From an optimization exercise on the open Yosys and OpenROAD flow, aimed at small area and a short achievable clock period; shortcuts taken in it are not production practice.
In this exercise RTL edits were held to simulation tests only and were not proved equivalent to the original.
Power and IR drop assume default switching activity.

**flow/config.mk**
```make
export PLATFORM = sky130hd
export DESIGN_NAME = kws_preprocess_top
export DESIGN_NICKNAME = kws_preprocess_top
export VERILOG_FILES = /design/flow/design.v
export SDC_FILE = /design/flow/constraint.sdc
export NUM_CORES = 4
export LEC_CHECK = 0
export CAP_MARGIN = 20
export CORE_MARGIN = 2
export CORE_UTILIZATION = 40
export SLEW_MARGIN = 20
```
**flow/constraint.sdc**
```tcl
create_clock -name core_clock -period 10.0 [get_ports {hclk0}]
set_input_delay 2.0000 -clock core_clock [delete_from_list [all_inputs] [get_ports {hclk0}]]
set_output_delay 2.0000 -clock core_clock [all_outputs]
set_load 0.01 [all_outputs]
```
**flow/design.v**
```verilog
`timescale 1ns/100ps
package kws_pre_pkg;
  typedef logic [31:0]        word_t;          
  typedef logic signed [15:0] sample_t;        
  typedef logic [11:0]        addr_t;          
  localparam int unsigned n_coef     = 64;     
  localparam int unsigned coef_idx_w = 6;
  localparam int unsigned fifo_depth = 8;      
  localparam int unsigned fifo_ptr_w = 3;      
  localparam int unsigned count_w    = 4;      
  localparam int unsigned shift_w    = 4;
  typedef logic [coef_idx_w-1:0] coef_idx_t;
  typedef logic [count_w-1:0]    count_t;
  localparam logic [1:0] htrans_nonseq = 2'b10;
  localparam logic [1:0] htrans_seq    = 2'b11;
  localparam addr_t ctrl_addr   = 12'h000;
  localparam addr_t status_addr = 12'h004;
  localparam addr_t data_addr   = 12'h008;     
  localparam addr_t result_addr = 12'h00C;     
  localparam addr_t coef_base   = 12'h100;     
  localparam int unsigned ctrl_enable_bit = 0;
  localparam int unsigned ctrl_clear_bit  = 1;    
  localparam int unsigned ctrl_shift_lsb  = 4;
  localparam int unsigned ctrl_len_lsb    = 16;   
  localparam int unsigned status_in_lsb    = 0;
  localparam int unsigned status_out_lsb   = 8;
  localparam int unsigned status_ovf_bit   = 16;
  localparam int unsigned result_valid_bit = 31;
  localparam int unsigned result_last_bit  = 30;
  typedef struct packed {
    logic       hsel;
    addr_t      haddr;
    logic [1:0] htrans;
    logic       hwrite;
    word_t      hwdata;
    logic       hready_in;
  } ahb_req_t;
  typedef struct packed {
    logic  strobe;    
    logic  write;
    addr_t addr;
    word_t wdata;
  } reg_acc_t;
  typedef struct packed {
    logic      strobe;
    coef_idx_t index;
    sample_t   value;
  } coef_wr_t;
  typedef struct packed {
    logic               enable;
    logic [shift_w-1:0] shift;
    coef_idx_t          frame_len;
  } pre_cfg_t;
  typedef struct packed {
    sample_t value;
    logic    last;    
  } result_t;
endpackage
`timescale 1ns/100ps
module ahb_slave_port (
  input  logic                  hclk0,
  input  logic                  hrst_b0,
  input  kws_pre_pkg::ahb_req_t ahb_req,
  output kws_pre_pkg::reg_acc_t reg_acc
);
  logic               accept;        
  logic               dphase_q;      
  logic               write_q;
  kws_pre_pkg::addr_t addr_q;
  always_comb begin
    accept = ahb_req.hsel & ahb_req.hready_in &
             ((ahb_req.htrans == kws_pre_pkg::htrans_nonseq) |
              (ahb_req.htrans == kws_pre_pkg::htrans_seq));    
  end
  always_ff @(posedge hclk0 or negedge hrst_b0) begin
    if (!hrst_b0) begin
      dphase_q <= 1'b0;
    end else begin
      dphase_q <= accept;                                    
    end
  end
  always_ff @(posedge hclk0) begin
    if (accept) begin
      write_q <= ahb_req.hwrite;                             
      addr_q  <= ahb_req.haddr;
    end
  end
  always_comb begin
    reg_acc.strobe = dphase_q;
    reg_acc.write  = write_q;
    reg_acc.addr   = addr_q;
    reg_acc.wdata  = ahb_req.hwdata;                         
  end
endmodule
`timescale 1ns/100ps
module pre_regs (
  input  logic                  hclk0,
  input  logic                  hrst_b0,
  input  kws_pre_pkg::reg_acc_t reg_acc,
  output kws_pre_pkg::word_t    hrdata,
  output kws_pre_pkg::pre_cfg_t cfg,
  output kws_pre_pkg::coef_wr_t coef_wr,
  output logic                  sample_push,
  output kws_pre_pkg::sample_t  sample_data,
  input  logic                  in_full,
  input  kws_pre_pkg::count_t   in_count,
  output logic                  result_pop,
  input  kws_pre_pkg::result_t  result,
  input  kws_pre_pkg::count_t   out_count,
  input  logic                  out_empty
);
  logic               wr_acc;         
  logic               rd_acc;         
  logic               ctrl_wr;
  logic               data_wr;
  logic               coef_sel;       
  logic               overflow_q;     
  kws_pre_pkg::word_t ctrl_word;
  kws_pre_pkg::word_t status_word;
  kws_pre_pkg::word_t result_word;
  always_comb begin
    wr_acc   = reg_acc.strobe & reg_acc.write;
    rd_acc   = reg_acc.strobe & ~reg_acc.write;
    ctrl_wr  = wr_acc & (reg_acc.addr == kws_pre_pkg::ctrl_addr);
    data_wr  = wr_acc & (reg_acc.addr == kws_pre_pkg::data_addr);
    coef_sel = (reg_acc.addr[11:8] == kws_pre_pkg::coef_base[11:8]);    
    coef_wr.strobe = wr_acc & coef_sel;
    coef_wr.index  = reg_acc.addr[7:2];                     
    coef_wr.value  = reg_acc.wdata[15:0];
    sample_push = data_wr & ~in_full;                       
    sample_data = reg_acc.wdata[15:0];
    result_pop  = rd_acc & (reg_acc.addr == kws_pre_pkg::result_addr) & ~out_empty;
  end
  always_ff @(posedge hclk0 or negedge hrst_b0) begin
    if (!hrst_b0) begin
      cfg        <= '0;
      overflow_q <= 1'b0;
    end else begin
      if (ctrl_wr) begin
        cfg.enable    <= reg_acc.wdata[kws_pre_pkg::ctrl_enable_bit];
        cfg.shift     <= reg_acc.wdata[kws_pre_pkg::ctrl_shift_lsb +: kws_pre_pkg::shift_w];
        cfg.frame_len <= reg_acc.wdata[kws_pre_pkg::ctrl_len_lsb +: kws_pre_pkg::coef_idx_w];
      end
      if (data_wr && in_full) begin
        overflow_q <= 1'b1;
      end else if (ctrl_wr && reg_acc.wdata[kws_pre_pkg::ctrl_clear_bit]) begin
        overflow_q <= 1'b0;                                 
      end
    end
  end
  always_comb begin
    ctrl_word = '0;
    ctrl_word[kws_pre_pkg::ctrl_enable_bit] = cfg.enable;
    ctrl_word[kws_pre_pkg::ctrl_shift_lsb +: kws_pre_pkg::shift_w] = cfg.shift;
    ctrl_word[kws_pre_pkg::ctrl_len_lsb +: kws_pre_pkg::coef_idx_w] = cfg.frame_len;
    status_word = '0;
    status_word[kws_pre_pkg::status_in_lsb +: kws_pre_pkg::count_w]  = in_count;
    status_word[kws_pre_pkg::status_out_lsb +: kws_pre_pkg::count_w] = out_count;
    status_word[kws_pre_pkg::status_ovf_bit] = overflow_q;
    result_word = '0;                                       
    if (!out_empty) begin
      result_word[kws_pre_pkg::result_valid_bit] = 1'b1;
      result_word[kws_pre_pkg::result_last_bit]  = result.last;
      result_word[kws_pre_pkg::result_last_bit-1:0] =
        {{(kws_pre_pkg::result_last_bit - 16){result.value[15]}}, result.value};    
    end
  end
  always_ff @(posedge hclk0) begin
    if (rd_acc) begin
      case (reg_acc.addr)
        kws_pre_pkg::ctrl_addr:   hrdata <= ctrl_word;
        kws_pre_pkg::status_addr: hrdata <= status_word;
        kws_pre_pkg::result_addr: hrdata <= result_word;    
        default:                  hrdata <= '0;             
      endcase
    end
  end
endmodule
`timescale 1ns/100ps
module coef_ram (
  input  logic                   hclk0,
  input  kws_pre_pkg::coef_wr_t  coef_wr,
  input  kws_pre_pkg::coef_idx_t rd_index,
  output kws_pre_pkg::sample_t   rd_value
);
  kws_pre_pkg::sample_t mem [kws_pre_pkg::n_coef];
  always_ff @(posedge hclk0) begin
    if (coef_wr.strobe) begin
      mem[coef_wr.index] <= coef_wr.value;            
    end
  end
  always_ff @(posedge hclk0) begin
    rd_value <= mem[rd_index];                        
  end
endmodule
`timescale 1ns/100ps
module stream_fifo #(
  parameter int unsigned width = 16
) (
  input  logic                hclk0,
  input  logic                hrst_b0,
  input  logic                push,
  input  logic [width-1:0]    push_data,
  input  logic                pop,
  output logic [width-1:0]    pop_data,
  output logic                full,
  output logic                empty,
  output kws_pre_pkg::count_t count
);
  logic [width-1:0]                     mem [kws_pre_pkg::fifo_depth];
  logic [kws_pre_pkg::fifo_ptr_w-1:0]   wr_ptr;       
  logic [kws_pre_pkg::fifo_ptr_w-1:0]   rd_ptr;
  always_ff @(posedge hclk0 or negedge hrst_b0) begin
    if (!hrst_b0) begin
      wr_ptr <= '0;
      rd_ptr <= '0;
      count  <= '0;
    end else begin
      if (push) begin
        wr_ptr <= wr_ptr + 1'b1;
      end
      if (pop) begin
        rd_ptr <= rd_ptr + 1'b1;
      end
      case ({push, pop})
        2'b10:   count <= count + 1'b1;
        2'b01:   count <= count - 1'b1;
        default: count <= count;                       
      endcase
    end
  end
  always_ff @(posedge hclk0) begin
    if (push) begin
      mem[wr_ptr] <= push_data;
    end
  end
  always_comb begin
    pop_data = mem[rd_ptr];                            
    full     = (count == kws_pre_pkg::count_t'(kws_pre_pkg::fifo_depth));
    empty    = (count == '0);
  end
endmodule
`timescale 1ns/100ps
module window_engine (
  input  logic                   hclk0,
  input  logic                   hrst_b0,
  input  kws_pre_pkg::pre_cfg_t  cfg,
  input  kws_pre_pkg::sample_t   in_data,
  input  logic                   in_empty,
  output logic                   in_pop,
  output kws_pre_pkg::coef_idx_t coef_index,
  input  kws_pre_pkg::sample_t   coef_value,
  input  kws_pre_pkg::count_t    out_count,
  output logic                   out_push,
  output kws_pre_pkg::result_t   out_data
);
  kws_pre_pkg::coef_idx_t frame_idx;    
  logic                   frame_end;
  logic [4:0]             occupancy;    
  logic                   s1_valid;
  kws_pre_pkg::sample_t   s1_sample;
  logic                   s1_last;
  logic signed [31:0]     product;
  logic signed [31:0]     shifted;
  kws_pre_pkg::sample_t   saturated;
  always_comb begin
    occupancy  = out_count + s1_valid + out_push;
    frame_end  = (frame_idx == cfg.frame_len);
    in_pop     = cfg.enable & ~in_empty &
                 (occupancy < 5'(kws_pre_pkg::fifo_depth));    
    coef_index = frame_idx;                                    
  end
  always_ff @(posedge hclk0 or negedge hrst_b0) begin
    if (!hrst_b0) begin
      frame_idx <= '0;
      s1_valid  <= 1'b0;
    end else begin
      s1_valid <= in_pop;
      if (!cfg.enable) begin
        frame_idx <= '0;                                       
      end else if (in_pop) begin
        frame_idx <= frame_end ? '0 : frame_idx + 1'b1;
      end
    end
  end
  always_ff @(posedge hclk0) begin
    if (in_pop) begin
      s1_sample <= in_data;
      s1_last   <= frame_end;                                  
    end
  end
  always_comb begin
    product = s1_sample * coef_value;                          
    shifted = product >>> cfg.shift;                           
    if (shifted[31:15] == {17{shifted[31]}}) begin
      saturated = shifted[15:0];                               
    end else if (shifted[31]) begin
      saturated = 16'sh8000;                                   
    end else begin
      saturated = 16'sh7FFF;                                   
    end
  end
  always_ff @(posedge hclk0 or negedge hrst_b0) begin
    if (!hrst_b0) begin
      out_push <= 1'b0;
    end else begin
      out_push <= s1_valid;                                    
    end
  end
  always_ff @(posedge hclk0) begin
    if (s1_valid) begin
      out_data.value <= saturated;
      out_data.last  <= s1_last;
    end
  end
endmodule
`timescale 1ns/100ps
module kws_preprocess_top (
  input  logic                  hclk0,
  input  logic                  hrst_b0,
  input  logic                  hsel,
  input  logic [11:0]           haddr,
  input  logic [1:0]            htrans,
  input  logic                  hwrite,
  input  logic [31:0]           hwdata,
  input  logic                  hready_in,
  output logic [31:0]           hrdata
);
  kws_pre_pkg::ahb_req_t  ahb_req;        
  kws_pre_pkg::reg_acc_t  reg_acc;        
  kws_pre_pkg::pre_cfg_t  cfg;
  kws_pre_pkg::coef_wr_t  coef_wr;
  logic                   sample_push;
  kws_pre_pkg::sample_t   sample_data;
  logic                   in_full;
  logic                   in_empty;
  kws_pre_pkg::count_t    in_count;
  logic                   in_pop;
  kws_pre_pkg::sample_t   in_data;        
  kws_pre_pkg::coef_idx_t coef_index;
  kws_pre_pkg::sample_t   coef_value;
  logic                   out_push;
  kws_pre_pkg::result_t   out_data;
  logic                   result_pop;
  kws_pre_pkg::result_t   result;         
  kws_pre_pkg::count_t    out_count;
  logic                   out_empty;
  always_comb begin
    ahb_req.hsel      = hsel;
    ahb_req.haddr     = haddr;
    ahb_req.htrans    = htrans;
    ahb_req.hwrite    = hwrite;
    ahb_req.hwdata    = hwdata;
    ahb_req.hready_in = hready_in;
  end
  ahb_slave_port u_port (
    .hclk0   (hclk0),
    .hrst_b0 (hrst_b0),
    .ahb_req (ahb_req),
    .reg_acc (reg_acc)
  );
  pre_regs u_regs (
    .hclk0       (hclk0),
    .hrst_b0     (hrst_b0),
    .reg_acc     (reg_acc),
    .hrdata      (hrdata),
    .cfg         (cfg),
    .coef_wr     (coef_wr),
    .sample_push (sample_push),
    .sample_data (sample_data),
    .in_full     (in_full),
    .in_count    (in_count),
    .result_pop  (result_pop),
    .result      (result),
    .out_count   (out_count),
    .out_empty   (out_empty)
  );
  coef_ram u_coef (
    .hclk0    (hclk0),
    .coef_wr  (coef_wr),
    .rd_index (coef_index),
    .rd_value (coef_value)
  );
  stream_fifo #(.width(16)) u_in_fifo (
    .hclk0     (hclk0),
    .hrst_b0   (hrst_b0),
    .push      (sample_push),
    .push_data (sample_data),
    .pop       (in_pop),
    .pop_data  (in_data),
    .full      (in_full),
    .empty     (in_empty),
    .count     (in_count)
  );
  window_engine u_engine (
    .hclk0      (hclk0),
    .hrst_b0    (hrst_b0),
    .cfg        (cfg),
    .in_data    (in_data),
    .in_empty   (in_empty),
    .in_pop     (in_pop),
    .coef_index (coef_index),
    .coef_value (coef_value),
    .out_count  (out_count),
    .out_push   (out_push),
    .out_data   (out_data)
  );
  stream_fifo #(.width(17)) u_out_fifo (
    .hclk0     (hclk0),
    .hrst_b0   (hrst_b0),
    .push      (out_push),
    .push_data (out_data),
    .pop       (result_pop),
    .pop_data  (result),
    .full      (),
    .empty     (out_empty),
    .count     (out_count)
  );
endmodule
```
**flow/run.sh**
```bash
#!/bin/bash
# synth_recipe.tcl (not shown) runs the flow's synth.tcl, then flattens the netlist and writes it again
# the make line also repeats each setting of config.mk as NAME=value (left out here)
make -C /OpenROAD-flow-scripts/flow DESIGN_CONFIG=/design/flow/config.mk WORK_HOME=/design/flow/orfs CLKGATE_MAP_FILE= SYNTH_SCRIPT=/design/flow/synth_recipe.tcl finish
```
==> run notes <==
==> state kept, by name, indices dropped and copies added (netlist names), 6 cells and up <==
signal              count
u_out_fifo.mem        136
u_engine.out_data      17
u_engine.s1_sample     16
u_coef.mem           1024
u_in_fifo.mem         128
u_engine.frame_idx      6
u_regs.cfg             11
u_regs.hrdata          24
u_coef.rd_value        16
u_port.addr_q          12
==> stage by stage <==
stage / hold slack, ps / total power, mW
after floorplan: 400 / 6.63
after global placement: 407 / 6.73
after detailed placement: 405 / 6.74
after CTS: 417 / 11.9
after global routing: 423 / 12.2
final: 417 / 11.8
==> synthesized netlist by cell type, types with 41 or more instances <==
cell         n
buf_1       41
a21oi_1    133
clkbuf_1   158
mux2i_1    147
mux2_2      66
dfrtp_1     41
mux4_2     304
nand2_1    244
inv_1      262
nor2_1     165
and2_1     110
ha_1        94
edfxtp_1  1359
o21ai_0     88
fa_1       264
==> cell type report <==
| class | instances | area (µm²) |
|---|---|---|
| Sequential cell | 1416 | 42200 |
| Fill cell | 14200 | 90200 |
| Clock buffer | 189 | 3850 |
| Inverter | 265 | 995 |
| Multi-Input combinational cell | 2068 | 22300 |
| Antenna cell | 2 | 5.00 |
| Tap cell | 2189 | 2740 |
| Clock inverter | 74 | 771 |
| Timing Repair Buffer | 203 | 1640 |
==> placed cells by master, fill, tap and decap left out, types with 94 or more instances in the layout <==
cell	synthesis	layout
a21oi_1	133	133
and2_1	110	110
buf_4	9	130
clkbuf_16	0	146
edfxtp_1	1359	1359
fa_1	264	264
ha_1	94	94
inv_1	262	261
mux2i_1	147	147
mux4_2	304	304
nand2_1	244	243
nor2_1	165	162
==> worst max path at each step <==
stage               slack [ps]              startpoint               endpoint  cells past startpoint
finish                     940      u_coef.rd_value[1]  u_engine.out_data[14]                     23
global route               500      u_coef.rd_value[1]  u_engine.out_data[13]                     22
CTS                        940      u_coef.rd_value[1]  u_engine.out_data[14]                     23
detailed placement        1010      u_coef.rd_value[1]   u_engine.out_data[7]                     23
global placement          1120      u_coef.rd_value[1]   u_engine.out_data[8]                     23
floorplan                 1980  u_engine.s1_sample[15]  u_engine.out_data[10]                     26
==> cells by family (layout without fill, tap and decap cells) <==
family / count (synthesis) / in the layout / synth area share, %
DFF: 1416 / 1416 / 63.7
and+or+nand+nor: 676 / 676 / 4.78
muxes: 518 / 518 / 13.7
buffers and inverters: 474 / 731 / 2.75
AOI/OAI and AO/OA: 465 / 465 / 4.66
adders and majority gates: 358 / 358 / 9.76
xor gates and xnor gates: 51 / 51 / 0.675
other: 0 / 2 / 0
==> power groups by stage <==
stage                     Clock (mW)  Sequential (mW)  Combinational (mW)
after floorplan                    0             6.62              0.0129
after global placement             0             6.62               0.117
after detailed placement           0             6.62               0.123
after CTS                       5.33             6.49               0.123
after global routing            5.56             6.49               0.133
final                           5.23             6.49               0.121
==> routing by layer <==
layer / vias to the layer above / GRT usage [%] / share of wire [%]
met2: 1003 / 30.7 / 49
li1: 15400 / - / -
met4: 0 / 4.95 / 2.2
met5: - / 0 / 0
met1: 18400 / 25.5 / 43
met3: 185 / 2.68 / 5.3
==> impl_metrics.tcl <==
set metrics [dict create \
    status "no timing/DRC/antenna violations" \
    max_slew.worst_pin.slew_ps 1100 \
    wirelength_um 155000 \
    dp_slack_ps 1010 \
    dr.pass1.iters 7 \
    drive_above_1_share_pct 18.1 \
    ys_ff_latch 1416 \
    antenna_found_initial 2 \
    p_leak_nw 24.3 \
    crit_required_ps 10580 \
    hold_end "u_engine.out_data[0]" \
    clk_pin_slew_ps 60 \
    drt_iter0_drc 3069 \
    dp_hpwl_um 98000 \
    die-area_um2 169000 \
    placementRows 149 \
    place_area_um2 69800 \
    grt_pass1_vias 35900 \
    ys_warn_count 7 \
    fp.dieH_um 411 \
    p_comb_share_pct 1.0 \
    synth_edf_count 1359 \
    crit_path_end_kind "flip-flop" \
    slowest_stage "dfxtp_1" \
    min_period_ps 9060 \
    p_per_area_nw_per_um2 159 \
    dp.cells 6140 \
    utilization_pct 45.2 \
    grt_pass1_wl_um 234000 \
    drc 0 \
    worst_skew_pair.late_latency_ps 770 \
    pwr-share-seq_pct 54.8 \
    switching_power_mw 2.39 \
    cts-resized-gates 0 \
    ir_drop_uv 165 \
    rr_worst_depth 23 \
    grt_usage_pct 18.5 \
    die_w_um 411 \
    path_delay_family "adder cells" \
    ys.flop_type "edfxtp_1" \
    tritoncts "built" \
    via_per_inst 5.46 \
    max_freq_ghz 0.110 \
    fin_crit_sh_pct 90.6 \
    finalWorstSetupSlack_ps 937 \
    cp_slowest_stage_delay_ps 820 \
    min_from "u_engine.s1_last" \
    drv_cap 0 \
    netlist_area_um2 66200 \
    synth_seq_area_share_pct 63.7 \
    r2r_end "u_engine.out_data[14]" \
    cts_hold_buf 0 \
    relSlewSlack_pct 26.6 \
    synth-async-reset-ratio_pct 2.90 \
    final_area_um2 74500 \
    htree_num_levels 4 \
    whs_path_depth 0 \
    internal-power_mw 9.45 \
    root_buffer "clkbuf_16" \
    grt-ovfl-total 0 \
    ys_top_cells_by_area "edfxtp_1, mux4_2, fa_1, mux2i_1, ha_1" \
    syn_area_per_cell_um2 16.7 \
    maxSlewViolCount 0 \
    critPathKind "reg -> reg" \
    cp_max_fo 16 \
    cts_buffer_depth 3 \
    fin_skew_ps 58.4 \
    swShare_pct 20.2 \
    drt-wirelength-per-cell_um 24.2 \
    vias 35000 \
    grt_max_degree 152 \
    r2r_setup_slack_ps 940 \
    stdcell_count 6406 \
    final_nets 4507 \
    synth_top_cell_area_share_pct 61.6 \
    port_buffers 71 \
    hold_violations 0 \
    post_cts_buffers 0 \
    rr_startpoint "u_coef.rd_value[1]" \
    ant_nets 0 \
    core_area_um2 165000 \
    cp_common_cell "fa_1" \
    gp_congestion 0.886 \
    synthDistinctLibCells 84 \
    synth_top_area_cell "edfxtp_1" \
    numCtsBuffers 144 \
    syn2layout_area_growth_pct 12.5 \
    netlist_instances 3958 \
    synth_nets 4367 \
    arrival_ps 9640 \
    fin_tns_setup_ps 0 \
    cts.sinks 1416 \
    rsz0062_at_grt "false" \
    hp-class "reg -> reg" \
    path_buf_inv 3 \
    p_clk_share_pct 44.1 \
    start_kind "flip-flop" \
    finalSetupViolations 0 \
    worstPathCellList "nand2_1 -> inv_1 -> fa_1 -> fa_1 -> inv_1 -> fa_1 -> fa_1 -> fa_1 -> fa_1 -> inv_1 -> ha_1 -> nand2_1 -> o21ai_2 -> nor4_1 -> a211oi_1 -> o221ai_1 -> a222oi_1 -> a21bo_2 -> o2bb2ai_1 -> or4b_1 -> nand2b_1 -> o31ai_4 -> o31a_1" \
    start_util_pct 40.2 \
    ioPinCount 83 \
]

==> static timing again, ports no longer ideal <==
The results above use ideal ports. As a check the final layout listed here was re-extracted and re-timed, cells and wires unchanged. Step 1 sets driving cells, clkbuf_16 on the clock port and buf_2 on the other inputs (assumed; they add their load-dependent delay and slew). Step 2 times the ports against the registers' clock, not the clock port: input delays grow and output delays shrink by t, the midpoint of the rising clock arrivals with the driver on. a / b / c = ideal / step 1 / step 2; a / b = the first two.
t (ns): 0.826
setup slack, ns: 0.937 / 0.937 / 0.937
worst setup path after step 2: register to register
pins driven straight from the clock port: 1
After both steps setup and hold are still met in this run. For this run, drivers alone change the setup slack by 0.000 ns; drivers and shift together by 0.000 ns.
